This design comes from an exercise in tuning for small area on the open sky130 flow, not from production work. Only simulation tests tie the RTL to the original design; equivalence was not proved. Power is estimated from default activity; no workload was simulated.

==> config.mk <==
export PLATFORM = sky130hd
export DESIGN_NAME = pe_top
export DESIGN_NICKNAME = pe_top
export VERILOG_FILES = /design/flow/design.v
export SDC_FILE = /design/flow/constraint.sdc
export NUM_CORES = 4
export LEC_CHECK = 0
export CAP_MARGIN = 20
export CORE_MARGIN = 2
export CORE_UTILIZATION = 55
export PLACE_DENSITY = 0.65
export SLEW_MARGIN = 20
==> design.v <==
`timescale 1ns/100ps
module pe_top (
	input logic clk,
	input logic rst,
	input logic i_pe_en,
	input logic [10:0] i_cfg,
	input logic [31:0] i_filter,
	input logic i_filter_valid,
	input logic [31:0] i_ifmap,
	input logic i_ifmap_valid,
	input logic [31:0] i_ipsum,
	input logic i_ipsum_valid,
	input logic i_opsum_ready,
	output logic o_filter_ready,
	output logic o_ifmap_ready,
	output logic o_ipsum_ready,
	output logic [31:0] o_opsum,
	output logic o_opsum_valid,
	output logic o_busy
);
	localparam logic [2:0] ST_IDLE = 3'd0;
	localparam logic [2:0] ST_LDW = 3'd1;    
	localparam logic [2:0] ST_LD = 3'd2;     
	localparam logic [2:0] ST_SLW = 3'd3;    
	localparam logic [2:0] ST_SL = 3'd4;     
	localparam logic [2:0] ST_CW = 3'd5;     
	localparam logic [2:0] ST_RUN = 3'd6;    
	localparam logic [2:0] ST_FIN = 3'd7;    
	logic [1:0] j, gb;
	logic [2:0] ga, pl;
	logic j_end, gb_end, plane_end, rev_end, plane_start, win_start;
	assign j_end = (j == 2'd3);
	assign gb_end = j_end && (gb == 2'd2);
	assign plane_end = gb_end && (ga == 3'd4);
	assign rev_end = plane_end && (pl == 3'd7);
	assign win_start = (j == 2'd0) && (gb == 2'd0);
	assign plane_start = win_start && (ga == 3'd0);
	always_ff @(posedge clk or posedge rst) begin
		if (rst) begin
			j <= '0;
			gb <= '0;
			ga <= '0;
			pl <= '0;
		end else begin
			j <= j + 2'd1;
			if (j_end)
				gb <= (gb == 2'd2) ? 2'd0 : gb + 2'd1;
			if (gb_end)
				ga <= (ga == 3'd4) ? 3'd0 : ga + 3'd1;
			if (plane_end)
				pl <= pl + 3'd1;
		end
	end
	logic [1:0] kg, tg;
	assign kg = (ga == 3'd4) ? gb : ga[1:0];
	assign tg = (ga == 3'd4) ? 2'd3 : gb;
	logic [2:0] state;
	logic pend, csl;
	logic [1:0] rs_m1, p_m1, q_m1;
	logic [4:0] colrem;
	logic [1:0] kk, tt;
	logic ld_on, sl_on, sl_take, run, abort, rev_done;
	logic go, last_word, col_last, k_last;
	assign ld_on = (state == ST_LD) || ((state == ST_LDW) && plane_start && (pl == 3'd0) && i_filter_valid);
	assign sl_on = (state == ST_SL) || ((state == ST_SLW) && win_start && i_ifmap_valid) || csl;
	assign sl_take = sl_on && (gb == rs_m1 - 2'd1) && j_end;
	assign abort = (state == ST_RUN) && ((pend && !go) || !i_ifmap_valid ||
		(plane_start && (pl == 3'd0) && !i_ipsum_valid));
	assign run = (state == ST_RUN) && !(pend && !go);
	assign rev_done = (state == ST_RUN) && !abort && rev_end;
	assign k_last = (kk == p_m1);
	assign col_last = (colrem == 5'd0);
	assign go = pend && i_opsum_ready;
	assign o_opsum_valid = pend;
	assign o_ipsum_ready = (state == ST_RUN) && !abort && plane_start && (pl == 3'd7);
	assign o_filter_ready = ((state == ST_LD) && rev_end) || (state == ST_FIN);
	assign o_ifmap_ready = sl_take || (state == ST_FIN) ||
		(rev_done && k_last && !col_last && (rs_m1 == 2'd0));
	assign o_busy = (state != ST_IDLE);
	assign last_word = (tt == rs_m1) ? ((kk + 2'd1 == p_m1) && (rs_m1 == 2'd0)) :
		((kk == p_m1) && (tt + 2'd1 == rs_m1));
	always_ff @(posedge clk or posedge rst) begin
		if (rst) begin
			state <= ST_IDLE;
			pend <= 1'b0;
			csl <= 1'b0;
		end else begin
			if (go)
				pend <= 1'b0;
			if (sl_take)
				csl <= 1'b0;
			case (state)
				ST_IDLE: begin
					pend <= 1'b0;
					csl <= 1'b0;
					if (i_pe_en) begin
						if (i_cfg[10:9] == 2'd0 && i_cfg[8:7] == 2'd0)
							state <= ST_CW;
						else
							state <= ST_LDW;
					end
				end
				ST_LDW: if (ld_on) state <= ST_LD;
				ST_LD: begin
					if (rev_end) begin
						if (last_word)
							state <= (rs_m1 == 2'd0) ? ST_CW : ST_SLW;
						else
							state <= ST_LDW;
					end
				end
				ST_SLW: if (sl_on) state <= ST_SL;
				ST_SL: begin
					if (sl_take)
						state <= (tt == rs_m1) ? ST_CW : ST_SLW;
				end
				ST_CW: begin
					if (rev_end && i_ifmap_valid && i_filter_valid)
						state <= ST_RUN;
				end
				ST_RUN: begin
					if (abort)
						state <= ST_CW;
					else if (rev_end) begin
						pend <= 1'b1;
						if (k_last && col_last)
							state <= ST_FIN;
						else if (k_last && rs_m1 != 2'd0)
							csl <= 1'b1;
					end
				end
				ST_FIN: if (go) state <= ST_IDLE;
				default: state <= ST_IDLE;
			endcase
		end
	end
	always_ff @(posedge clk) begin
		case (state)
			ST_IDLE: begin
				rs_m1 <= i_cfg[10:9];
				p_m1 <= i_cfg[8:7];
				colrem <= i_cfg[6:2];
				q_m1 <= i_cfg[1:0];
				kk <= '0;
				tt <= '0;
			end
			ST_LD: begin
				if (rev_end) begin
					if (tt == rs_m1) begin
						tt <= '0;
						kk <= kk + 2'd1;
					end else begin
						tt <= tt + 2'd1;
					end
					if (last_word) begin
						kk <= '0;
						tt <= 2'd1;
					end
				end
			end
			ST_SL: begin
				if (sl_take)
					tt <= tt + 2'd1;
			end
			ST_RUN: begin
				if (rev_done) begin
					if (!k_last) begin
						kk <= kk + 2'd1;
					end else begin
						kk <= '0;
						colrem <= colrem - 5'd1;
					end
				end
			end
			default: ;
		endcase
	end
	logic [479:0] fr;
	logic [4:0] fsel;
	logic fport_bit;
	logic fin;
	assign fsel = {j, ~pl};
	assign fport_bit = i_filter[fsel];
	assign fin = (ld_on && kg == kk && tg == tt) ? fport_bit : fr[0];
	always_ff @(posedge clk)
		fr <= {fin, fr[479:1]};
	logic [7:0] xr [12];
	logic [7:0] xlane;
	logic [7:0] xin;
	assign xlane = i_ifmap[j*8 +: 8];
	assign xin = !sl_on ? xr[0] : ((gb == rs_m1 - 2'd1) ? xlane : xr[4]);
	always_ff @(posedge clk) begin
		for (int i = 0; i < 11; i++)
			xr[i] <= xr[i+1];
		xr[11] <= xin;
	end
	logic normal, special, xport, wport, wbit, sel, neg, first, dbl;
	logic [7:0] xbyte, bv;
	logic bs, cin;
	logic [31:0] acc, acc_a, acc_n;
	assign normal = (kg == kk) && (tg <= rs_m1);
	assign special = (ga == 3'd0) && (gb == 2'd0) && (kk == 2'd3) && (rs_m1 == 2'd3);
	assign xport = (tg == rs_m1) || special;
	assign wport = (kk == p_m1) && xport;
	assign wbit = wport ? fport_bit : fr[0];
	assign xbyte = xport ? xlane : xin;
	assign sel = run && (normal || special) && (j <= q_m1) && wbit;
	assign neg = (pl == 3'd0);
	assign first = run && plane_start && (pl == 3'd0);
	assign dbl = run && plane_start;
	assign acc_a = first ? {7'd0, i_ipsum[31:7]} : (dbl ? {acc[30:0], i_ipsum[~pl]} : acc);
	assign bv = sel ? ({~xbyte[7], xbyte[6:0]} ^ {8{neg}}) : 8'd0;
	assign bs = bv[7];
	assign cin = sel && neg;
	logic [8:0] c;
	logic [7:4] s0, s1;
	logic [8:4] c0, c1;
	logic [4:0] blk;
	assign c[0] = cin;
	for (genvar i = 0; i < 4; i++) begin : g_lo
		assign acc_n[i] = acc_a[i] ^ bv[i] ^ c[i];
		assign c[i+1] = (acc_a[i] & bv[i]) | (c[i] & (acc_a[i] ^ bv[i]));
	end
	assign c0[4] = 1'b0;
	assign c1[4] = 1'b1;
	for (genvar i = 4; i < 8; i++) begin : g_sel
		assign s0[i] = acc_a[i] ^ bv[i] ^ c0[i];
		assign c0[i+1] = (acc_a[i] & bv[i]) | (c0[i] & (acc_a[i] ^ bv[i]));
		assign s1[i] = acc_a[i] ^ bv[i] ^ c1[i];
		assign c1[i+1] = (acc_a[i] & bv[i]) | (c1[i] & (acc_a[i] ^ bv[i]));
	end
	assign acc_n[7:4] = c[4] ? s1 : s0;
	assign c[8] = c[4] ? c1[8] : c0[8];
	assign blk[0] = c[8];
	for (genvar b = 0; b < 4; b++) begin : g_blk
		logic [6:0] cc;
		logic [5:0] a;
		assign a = acc_a[8 + 6*b +: 6];
		assign cc[0] = blk[b];
		for (genvar i = 0; i < 6; i++) begin : g_bit
			assign acc_n[8 + 6*b + i] = a[i] ^ bs ^ cc[i];
			assign cc[i+1] = (a[i] & bs) | (cc[i] & (a[i] ^ bs));
		end
		assign blk[b+1] = bs ? (blk[b] || (|a)) : (blk[b] && (&a));
	end
	always_ff @(posedge clk)
		acc <= acc_n;
	assign o_opsum = acc;
endmodule
==> flow/run.sh <==
#!/bin/bash
# Standard ORFS layout (the standard.sh), with two changes to how it is made:
#  * ports are buffered with sky130_fd_sc_hd__buf_1 instead of the flow's default pick
#  * clock tree from clkbuf_8 only, small sink clusters, no dummy loads
# The make output goes to standard.log here; ORFS's own logs are under orfs/logs.
set -euo pipefail
cd "$(dirname "$0")/.."
bash standard.sh \
	"BUFFER_PORTS_ARGS=-buffer_cell sky130_fd_sc_hd__buf_1" \
	"CTS_ARGS=-sink_clustering_enable -repair_clock_nets -dont_use_dummy_load -buf_list sky130_fd_sc_hd__clkbuf_8 -sink_clustering_size 15 -sink_clustering_max_diameter 60" \
	finish > standard.log 2>&1
==> standard.sh <==
#!/bin/bash
# synth_recipe.tcl (not shown) runs the flow's synth.tcl, then flattens the netlist and writes it again
# the make line also repeats each setting of config.mk as NAME=value (left out here)
make -C /OpenROAD-flow-scripts/flow DESIGN_CONFIG=/design/flow/config.mk WORK_HOME=/design/flow/orfs CLKGATE_MAP_FILE= SYNTH_SCRIPT=/design/flow/synth_recipe.tcl "${@:-finish}"
==> constraint.sdc <==
create_clock -name core_clock -period 10.0 [get_ports {clk}]
set_input_delay 2.0000 -clock core_clock [delete_from_list [all_inputs] [get_ports {clk}]]
set_output_delay 2.0000 -clock core_clock [all_outputs]
set_load 0.01 [all_outputs]
==> results.sh, run 1 <==
export IMPL_yosys_top_cells_area="dfxtp_1 (73%), fa_1 (3.2%), edfxtp_1 (2.7%), mux2i_1 (2.6%), dfrtp_1 (2.2%)"
export IMPL_antenna_found_initial=0
export IMPL_hold_buffers=0
export IMPL_worstPathRequired_ps=10500
export IMPL_worst_setup_path_end_kind="flip-flop"
export IMPL_placement_rows=63
export IMPL_ctsResizeCount=0
export IMPL_grt_usage_pct=16.8
export IMPL_vdd_ir_drop_max_mv=0.178
export IMPL_synth_top_family_by_area="simple AND/OR/NAND/NOR gates"
export IMPL_level_count_of_the_clock_h_tree=2
export IMPL_type_of_the_tightest_min_delay_check="reg -> reg"
export IMPL_synthArstFlopShare_pct=2.35
export IMPL_multi_input_area_sq_um=3470
export IMPL_floorplan_core_area_sq_um=29900
export IMPL_top_level_port_count=151
export IMPL_antenna_left=0
export IMPL_postSynthNetCount=1319
export IMPL_report_final_hold_viol_count=0
export IMPL_numPortBuffers=150
export IMPL_post_cts_buffers=0
export IMPL_cts_buf_count=49
export IMPL_synth_mux_area_fraction_pct=4.24
export IMPL_global_route_overflow_total=0
export IMPL_dpl_cell_count=1678
export IMPL_synthCells=1161
export IMPL_clk_pin_slew_worst_paths_ps=90
export IMPL_worstMarginPinSlew_ps=1020
export IMPL_number_of_pins_exceeding_their_max_slew_limit_in_the_final_report=0
export IMPL_critical_path_arrival_ps=9340
export IMPL_antenna_cells_inserted=0
export IMPL_final_cells=1727
export IMPL_count_of_max_cap_constraint_violations=0
export IMPL_yosys_area_top_type="dfxtp_1"
export IMPL_ctsRootBufferMaster="clkbuf_8"
export IMPL_final_cell_mix="dfxtp_1 (608), buf_1 (150), nand2_1 (83)"
export IMPL_crit_path_launch_type="input pin"
export IMPL_post_synth_top_area_fraction_pct=72.6
export IMPL_detail_route_wl_per_cell_microns=15.1
export IMPL_via_per_instance_ratio=4.76
export IMPL_remaining_drc_errors=0
export IMPL_drt_pre_antenna_iters=5
export IMPL_synth_seq_cells=638
export IMPL_cell_area_synth_sq_um=16800
export IMPL_seqCellArea_sq_um=13000
export IMPL_filler_cell_count=2302
export IMPL_ys_seq_area_share_pct=77.5
export IMPL_report_final_setup_viol=0
export IMPL_routabilityCongestion=0.835
export IMPL_maxSlewHeadroom_pct=32.1
export IMPL_post_route_cells_drive_above_1_share_pct=6.51
export IMPL_power_per_cell_area_nw_per_um2=237
export IMPL_yosys_area_share_adder_pct=4.49
export IMPL_critPathKind="in -> reg"
export IMPL_area_delta_synth_final_pct=9.69
export IMPL_postSynth_topFlopCell="dfxtp_1"
export IMPL_clock_insertion_delay_at_the_later_pin_of_the_skew_report_ps=570
export IMPL_tritoncts="yes"
export IMPL_clock_tree_buffer_depth=3
export IMPL_design_die_area_sq_um=31900
export IMPL_synth_edff_count=15
export IMPL_max_fo_critical_path=6
export IMPL_detailroute_via_count=8217
export IMPL_clkSinkCount=638
export IMPL_dp_hpwl_microns=17100
export IMPL_final_setup_skew_ps=52.7
export IMPL_status="complete, no violations"
export IMPL_first_global_vias=7998
export IMPL_fin_crit_sh_pct=88.4
export IMPL_syn_avg_cell_area_sq_um=14.4
export IMPL_p_leak_nw=7.26
export IMPL_final_setup_tns_ps=0
export IMPL_synth_cell_types=65
export IMPL_design_final_nets=1497
export IMPL_area_fraction_in_compound_gates_after_synthesis_pct=4.43
export IMPL_post_synth_xor_area_fraction_pct=1.66
export IMPL_min_period_ps=8840
export IMPL_routed_wl_microns=26000
export IMPL_grt_max_degree=42
export IMPL_initial_utilization_pct=56.2
export IMPL_max_freq_mhz=113
export IMPL_floorplan_die_width_microns=179
export IMPL_grt_setup_unrepaired="false"
export IMPL_die_height_microns=179
export IMPL_ys_warnings_count=2
export IMPL_global_route_wire_length_before_repair_microns=41700
export IMPL_drt_iter0_markers=483
export IMPL_mostFrequentLayoutCell="dfxtp_1"
export IMPL_post_synth_and_or_nand_nor_area_fraction_pct=5.80
-- registers in the layout (all words and copies together), names as in the netlist --
name and cells:
kk 2, pl 3, gb 2, p_m1 2, tt 2, colrem 5
fr 480, state 3, pend 1, q_m1 2, ga 3, rs_m1 2
csl 1, acc 32, xr 96, j 2
-- synthesized netlist by cell type, types with 4 or more instances --
cell / instances
a211oi_1: 5
a21oi_1: 53
a22oi_1: 5
a31oi_1: 4
buf_2: 12
buf_4: 4
clkbuf_1: 7
dfrtp_1: 15
dfxtp_1: 608
edfxtp_1: 15
fa_1: 27
ha_1: 17
inv_1: 42
mux2_2: 5
mux2i_1: 43
mux4_2: 9
nand2_1: 83
nand2b_1: 11
nand3_1: 17
nor2_1: 29
nor2b_1: 9
nor3_1: 13
nor4_1: 6
o21ai_0: 33
xnor2_1: 23
xor2_1: 7
-- power by group --
group	internal, mW	switching, mW
logic	0.162	0.225
clock network	0.439	0.692
registers	2.75	0.100
total	3.35	1.02
-- layout make-up --
class | instances | share of cell area, %
sequential | 638 | 70.6
multi-input combinational | 451 | 18.9
clock buffer | 49 | 3.67
timing repair buffer | 156 | 3.30
tap | 390 | 2.65
inverter | 43 | 0.877
-- metal layers --
layer  GRT usage, %  vias up  routed length [microns]
met5              0        -                        0
met1           24.9     3862                    13100
li1               -     4127                        -
met4           5.62        0                      570
met2           24.3      185                    10900
met3           3.88       43                     1450
-- cells by family (layout without fill, tap and decap cells) --
group	after synthesis	in the layout
simple gates	194	194
flops	638	638
mux	59	59
buf+inv	72	248
xor+xnor	31	31
compound gates	123	123
fa+ha+maj	44	44
-- worst max-delay path, cell delays in order --
cell and delay, ps:
buf_1 140, and4b_1 230, a211oi_2 480, o21ai_0 230, mux2i_1 190, xnor2_1 140, nor2_1 90, fa_1 410
fa_1 400, fa_1 390, fa_1 420, nand2_1 80, o21ai_0 100, fa_1 410, fa_1 430, fa_1 500
a221oi_1 300, o22ai_1 140, fa_1 400, fa_1 390, fa_1 390, fa_1 390, fa_1 380, xnor2_1 200
xnor2_1 130
-- metrics by stage --
stage / utilization, % / hold slack, ps / area, sq um / worst slack [ps] / power, mW
3_3_place_gp: 59.3 / 310 / 17700 / 638 / 3.29
6_report: 61.6 / 320 / 18400 / 1160 / 4.37
2_1_floorplan: - / 310 / 16800 / 958 / 3.16
4_1_cts: 61.6 / 317 / 18400 / 1160 / 4.43
5_1_grt: 61.6 / 306 / 18400 / 787 / 4.57
3_5_place_dp: 59.3 / 312 / 17700 / 542 / 3.30
-- final timing paths --
check,to,slack (ps),cells after the start,from
max,acc[25],1160,25,i_ifmap_valid
max in group asynchronous,ga[0],8030,2,rst
min,xr[10][6],320,0,xr[11][6]
min in group asynchronous,pl[0],1500,2,rst
min reg2reg,xr[10][6],320,0,xr[11][6]
max reg2reg,acc[25],1470,28,ga[0]
==> run 2, diff against run 1 <==
--- a/design.v
+++ b/design.v
@@ -85,3 +85,2 @@
 			pend <= 1'b0;
-			csl <= 1'b0;
 		end else begin
@@ -89,4 +88,2 @@
 				pend <= 1'b0;
-			if (sl_take)
-				csl <= 1'b0;
 			case (state)
@@ -94,3 +91,2 @@
 					pend <= 1'b0;
-					csl <= 1'b0;
 					if (i_pe_en) begin
@@ -127,4 +123,2 @@
 							state <= ST_FIN;
-						else if (k_last && rs_m1 != 2'd0)
-							csl <= 1'b1;
 					end
@@ -135,2 +129,8 @@
 		end
+	end
+	always_ff @(posedge clk) begin
+		if (state == ST_IDLE || sl_take)
+			csl <= 1'b0;
+		else if (rev_done && k_last && !col_last && rs_m1 != 2'd0)
+			csl <= 1'b1;
 	end
@@ -215,7 +215,5 @@
 	logic [8:0] c;
-	logic [7:4] s0, s1;
-	logic [8:4] c0, c1;
 	logic [4:0] blk;
 	assign c[0] = cin;
-	for (genvar i = 0; i < 4; i++) begin : g_lo
+	for (genvar i = 0; i < 8; i++) begin : g_lo
 		assign acc_n[i] = acc_a[i] ^ bv[i] ^ c[i];
@@ -223,12 +221,2 @@
 	end
-	assign c0[4] = 1'b0;
-	assign c1[4] = 1'b1;
-	for (genvar i = 4; i < 8; i++) begin : g_sel
-		assign s0[i] = acc_a[i] ^ bv[i] ^ c0[i];
-		assign c0[i+1] = (acc_a[i] & bv[i]) | (c0[i] & (acc_a[i] ^ bv[i]));
-		assign s1[i] = acc_a[i] ^ bv[i] ^ c1[i];
-		assign c1[i+1] = (acc_a[i] & bv[i]) | (c1[i] & (acc_a[i] ^ bv[i]));
-	end
-	assign acc_n[7:4] = c[4] ? s1 : s0;
-	assign c[8] = c[4] ? c1[8] : c0[8];
 	assign blk[0] = c[8];
--- a/flow/run.sh
+++ b/flow/run.sh
@@ -9,3 +9,3 @@
 	"BUFFER_PORTS_ARGS=-buffer_cell sky130_fd_sc_hd__buf_1" \
-	"CTS_ARGS=-sink_clustering_enable -repair_clock_nets -dont_use_dummy_load -buf_list sky130_fd_sc_hd__clkbuf_8 -sink_clustering_size 15 -sink_clustering_max_diameter 60" \
+	"CTS_ARGS=-sink_clustering_enable -repair_clock_nets -dont_use_dummy_load -buf_list sky130_fd_sc_hd__clkbuf_8 -sink_clustering_size 20 -sink_clustering_max_diameter 60" \
 	finish > standard.log 2>&1
==> run 2 against run 1 <==
Effect of this change:
- still clean
- via count decreased by 1.5%
- synthesized area fell by 0.41%
- critical path depth shrank 1
- worst hold slack worse by 32 ps
- sequential power down 11%
- flip-flop and latch count unchanged
- critical endpoint is now acc[19]
==> results.sh, run 2 <==
export IMPL_status="complete, no violations"
export IMPL_dp_hpwl_microns=16800
export IMPL_grt_setup_unrepaired="false"
export IMPL_grt_max_degree=29
export IMPL_cp_common_cell="fa_1"
export IMPL_ys_seq_area_share_pct=77.8
export IMPL_drt_pre_antenna_iters=5
export IMPL_power_per_cell_area_nw_per_um2=199
export IMPL_drt_iter0_markers=388
export IMPL_synth_edff_count=15
export IMPL_post_route_cells_drive_above_1_share_pct=6.13
export IMPL_report_final_hold_viol_count=0
export IMPL_clock_insertion_delay_at_the_later_pin_of_the_skew_report_ps=580
export IMPL_design_die_area_sq_um=31800
export IMPL_filler_cell_count=2302
export IMPL_routed_wl_microns=25200
export IMPL_yosys_area_top_type="dfxtp_1"
export IMPL_grt_usage_pct=16.4
export IMPL_synth_seq_cells=638
export IMPL_clkSinkCount=638
export IMPL_ys_warnings_count=2
export IMPL_count_leader_synth="dfxtp_1"
export IMPL_level_count_of_the_clock_h_tree=2
export IMPL_crit_path_cell_trace="buf_1 -> nor2b_1 -> nor2_1 -> o211ai_1 -> nor3b_1 -> and2_1 -> nand2_1 -> fa_1 -> fa_1 -> fa_1 -> fa_1 -> fa_1 -> fa_1 -> fa_1 -> fa_1 -> a22oi_1 -> inv_1 -> fa_1 -> fa_1 -> fa_1 -> fa_1 -> fa_1 -> xor2_1 -> xnor2_1"
export IMPL_global_route_overflow_total=0
export IMPL_hold_path_depth=0
export IMPL_final_setup_tns_ps=0
export IMPL_syn_avg_cell_area_sq_um=14.5
export IMPL_synthCells=1151
export IMPL_fin_crit_sh_pct=90.7
export IMPL_clock_tree_buffer_depth=3
export IMPL_p_leak_nw=7.08
export IMPL_max_freq_mhz=110
export IMPL_critPathKind="in -> reg"
export IMPL_first_global_vias=8036
export IMPL_cell_area_synth_sq_um=16700
export IMPL_area_delta_synth_final_pct=9.46
export IMPL_antenna_left=0
export IMPL_antenna_found_initial=0
export IMPL_floorplan_core_area_sq_um=29800
export IMPL_number_of_pins_exceeding_their_max_slew_limit_in_the_final_report=0
export IMPL_registers_top_by_ff_count="fr"
export IMPL_synth_cells_most_frequent="dfxtp_1 (609), nand2_1 (86), inv_1 (47), mux2i_1 (44), o21ai_0 (40)"
export IMPL_die_height_microns=178
export IMPL_ctsRootBufferMaster="clkbuf_8"
export IMPL_via_per_instance_ratio=4.73
export IMPL_final_setup_skew_ps=84.6
export IMPL_numPortBuffers=150
export IMPL_critPathMaxStageDelay_ps=480
export IMPL_critical_path_startpoint="i_opsum_ready"
export IMPL_design_final_nets=1482
export IMPL_critical_path_arrival_ps=9470
export IMPL_type_of_the_tightest_min_delay_check="reg -> reg"
export IMPL_top_level_port_count=151
export IMPL_count_of_max_cap_constraint_violations=0
export IMPL_placement_rows=63
export IMPL_ctsResizeCount=0
export IMPL_switching_power_uw=697
export IMPL_critical_path_cell_count=24
export IMPL_floorplan_die_width_microns=178
export IMPL_vdd_ir_drop_max_mv=0.161
export IMPL_r2r_worst_path_cells=26
export IMPL_largest_register_ff_count=480
export IMPL_rr_startpoint="ga[1]"
export IMPL_worstPathRequired_ps=10400
export IMPL_multi_input_area_sq_um=3430
export IMPL_antenna_cells_inserted=0
export IMPL_mostFrequentLayoutCell="dfxtp_1"
export IMPL_hold_buffers=0
export IMPL_intPower_mw=2.95
export IMPL_clk_pin_slew_worst_paths_ps=110
export IMPL_worst_path_max_delay_cell="fa_1"
export IMPL_min_delay_start="fr[46]"
export IMPL_synthArstFlopShare_pct=2.19
export IMPL_largestRegisters="fr x480, xr x96, acc x32"
export IMPL_worst_setup_path_end_kind="flip-flop"
export IMPL_initial_utilization_pct=56.1
export IMPL_critical_path_top_delay_family="adder cells"
export IMPL_post_cts_buffers=0
export IMPL_routabilityCongestion=0.856
export IMPL_final_cell_mix="dfxtp_1 (609), buf_1 (150), nand2_1 (86)"
export IMPL_dpl_cell_count=1670
export IMPL_seqCellArea_sq_um=13000
export IMPL_power_frac_seq_pct=70.0
export IMPL_cts_buf_count=42
export IMPL_clock_power_share_pct=29.1
export IMPL_detailroute_via_count=8091
export IMPL_worstMarginPinSlew_ps=1030
export IMPL_pre_cts_slack_ps=383
export IMPL_final_cells=1712
export IMPL_combinationalPowerShare_pct=0.9
export IMPL_max_fo_critical_path=8
export IMPL_tritoncts="yes"
export IMPL_remaining_drc_errors=0
export IMPL_post_synth_top_area_fraction_pct=73.0
export IMPL_global_route_wire_length_before_repair_microns=41100
export IMPL_min_period_ps=9070
export IMPL_p_sw_share_pct=19.1
export IMPL_maxSlewHeadroom_pct=31.6
export IMPL_post_route_worst_setup_slack_ps=928
export IMPL_postSynthNetCount=1309
export IMPL_yosys_top_cells_area="dfxtp_1 (73%), fa_1 (3.4%), edfxtp_1 (2.7%), mux2i_1 (2.6%), dfrtp_1 (2.1%)"
export IMPL_detail_route_wl_per_cell_microns=14.7
export IMPL_postSynth_topFlopCell="dfxtp_1"
export IMPL_report_final_setup_viol=0
export IMPL_crit_buf_inv=2
export IMPL_crit_path_launch_type="input pin"
export IMPL_synth_cell_types=59
[run 2: worst register-to-register path, cell delays in order (launching register included)]
cell and delay [ps]:
dfrtp_1 420, inv_1 60, ha_1 240, or4b_4 540, o21ai_1 150, buf_4 240, o211ai_1 140, nor3b_1 380
and2_1 370, nand2_1 140, fa_1 420, fa_1 380, fa_1 390, fa_1 380, fa_1 390, fa_1 400
fa_1 470, fa_1 480, a22oi_1 280, inv_1 130, fa_1 400, fa_1 410, fa_1 420, fa_1 400
fa_1 380, xor2_1 180, xnor2_1 140
[run 2: layout make-up]
cell class / instances / area share, %
sequential: 638 / 71.1
multi-input combinational: 437 / 18.7
timing repair buffer: 158 / 3.41
clock buffer: 42 / 3.16
tap: 390 / 2.67
inverter: 47 / 0.965
[run 2: logic make-up after synthesis]
logic type | share of synthesized area [%]
xor gates and xnor gates | 1.73
AOI/OAI and AO/OA | 3.59
adders and majority gates | 4.55
DFF | 77.8
muxes | 4.73
buffers and inverters | 1.82
and+or+nand+nor | 5.81
[run 2: metrics by stage]
stage | util, % | cell area (sq um) | hold WS (ps) | total power, mW
final | 61.4 | 18300 | 287 | 3.64
after global placement | 59.4 | 17700 | 310 | 2.64
after detailed placement | 59.4 | 17700 | 312 | 2.64
after global routing | 61.4 | 18300 | 294 | 3.79
after CTS | 61.4 | 18300 | 289 | 3.69
after floorplan | - | 16700 | 310 | 2.62
[run 2: layer usage]
metal	vias up	wire length, microns	track usage, %
met5	-	0	0
li1	4083	-	-
met4	0	533	5.25
met1	3813	12500	23.6
met2	149	10900	24.9
met3	46	1240	3.52
[run 2: worst paths after layout]
kind	endpoint	slack [ps]
worst max-delay path	acc[19]	930
worst min-delay path	fr[45]	290
worst max register to register	acc[19]	1130
worst min register to register	fr[45]	290
max in group asynchronous	ga[2]	8050
min in group asynchronous	ga[1]	1500
[run 2: power by group through the flow]
stage | Clock, mW | Sequential (mW) | Combinational, mW
CTS | 1.11 | 2.55 | 0.0334
global placement | 0 | 2.61 | 0.0327
floorplan | 0 | 2.61 | 0.0127
finish | 1.06 | 2.55 | 0.0327
detailed placement | 0 | 2.61 | 0.0332
global route | 1.20 | 2.55 | 0.0368

-- port drivers added, routing unchanged --
No port has a modelled driver above. Below, the same layouts with a new extraction and two added sets of constraints.
Step 1 sets driving cells, clkbuf_16 on the clock port and buf_2 on the other inputs (assumed; they add their load-dependent delay and slew).
Step 2 also shifts input and output timing later by t, the mid clock arrival at the registers, as if the neighbouring blocks saw the same clock.
Three values: ideal ports, drivers, drivers and shift; two values: the first two.
| run | t, ns | setup WS [ns] | latest minus earliest clock arrival (ns) | worst data-port slew with drivers (ns) | cell pins on the clock port's net |
|---|---|---|---|---|---|
| run 1 | 0.589 | 1.158 / 1.180 / 0.591 | 0.055 / 0.054 | 0.06 | 1 |
| run 2 | 0.582 | 0.928 / 0.948 / 0.366 | 0.088 / 0.088 | 0.05 | 1 |
After both steps every run listed still meets setup and hold. The setup slack of run 1, which loses most, moves by +0.022 ns with the drivers and by -0.567 ns with both steps.
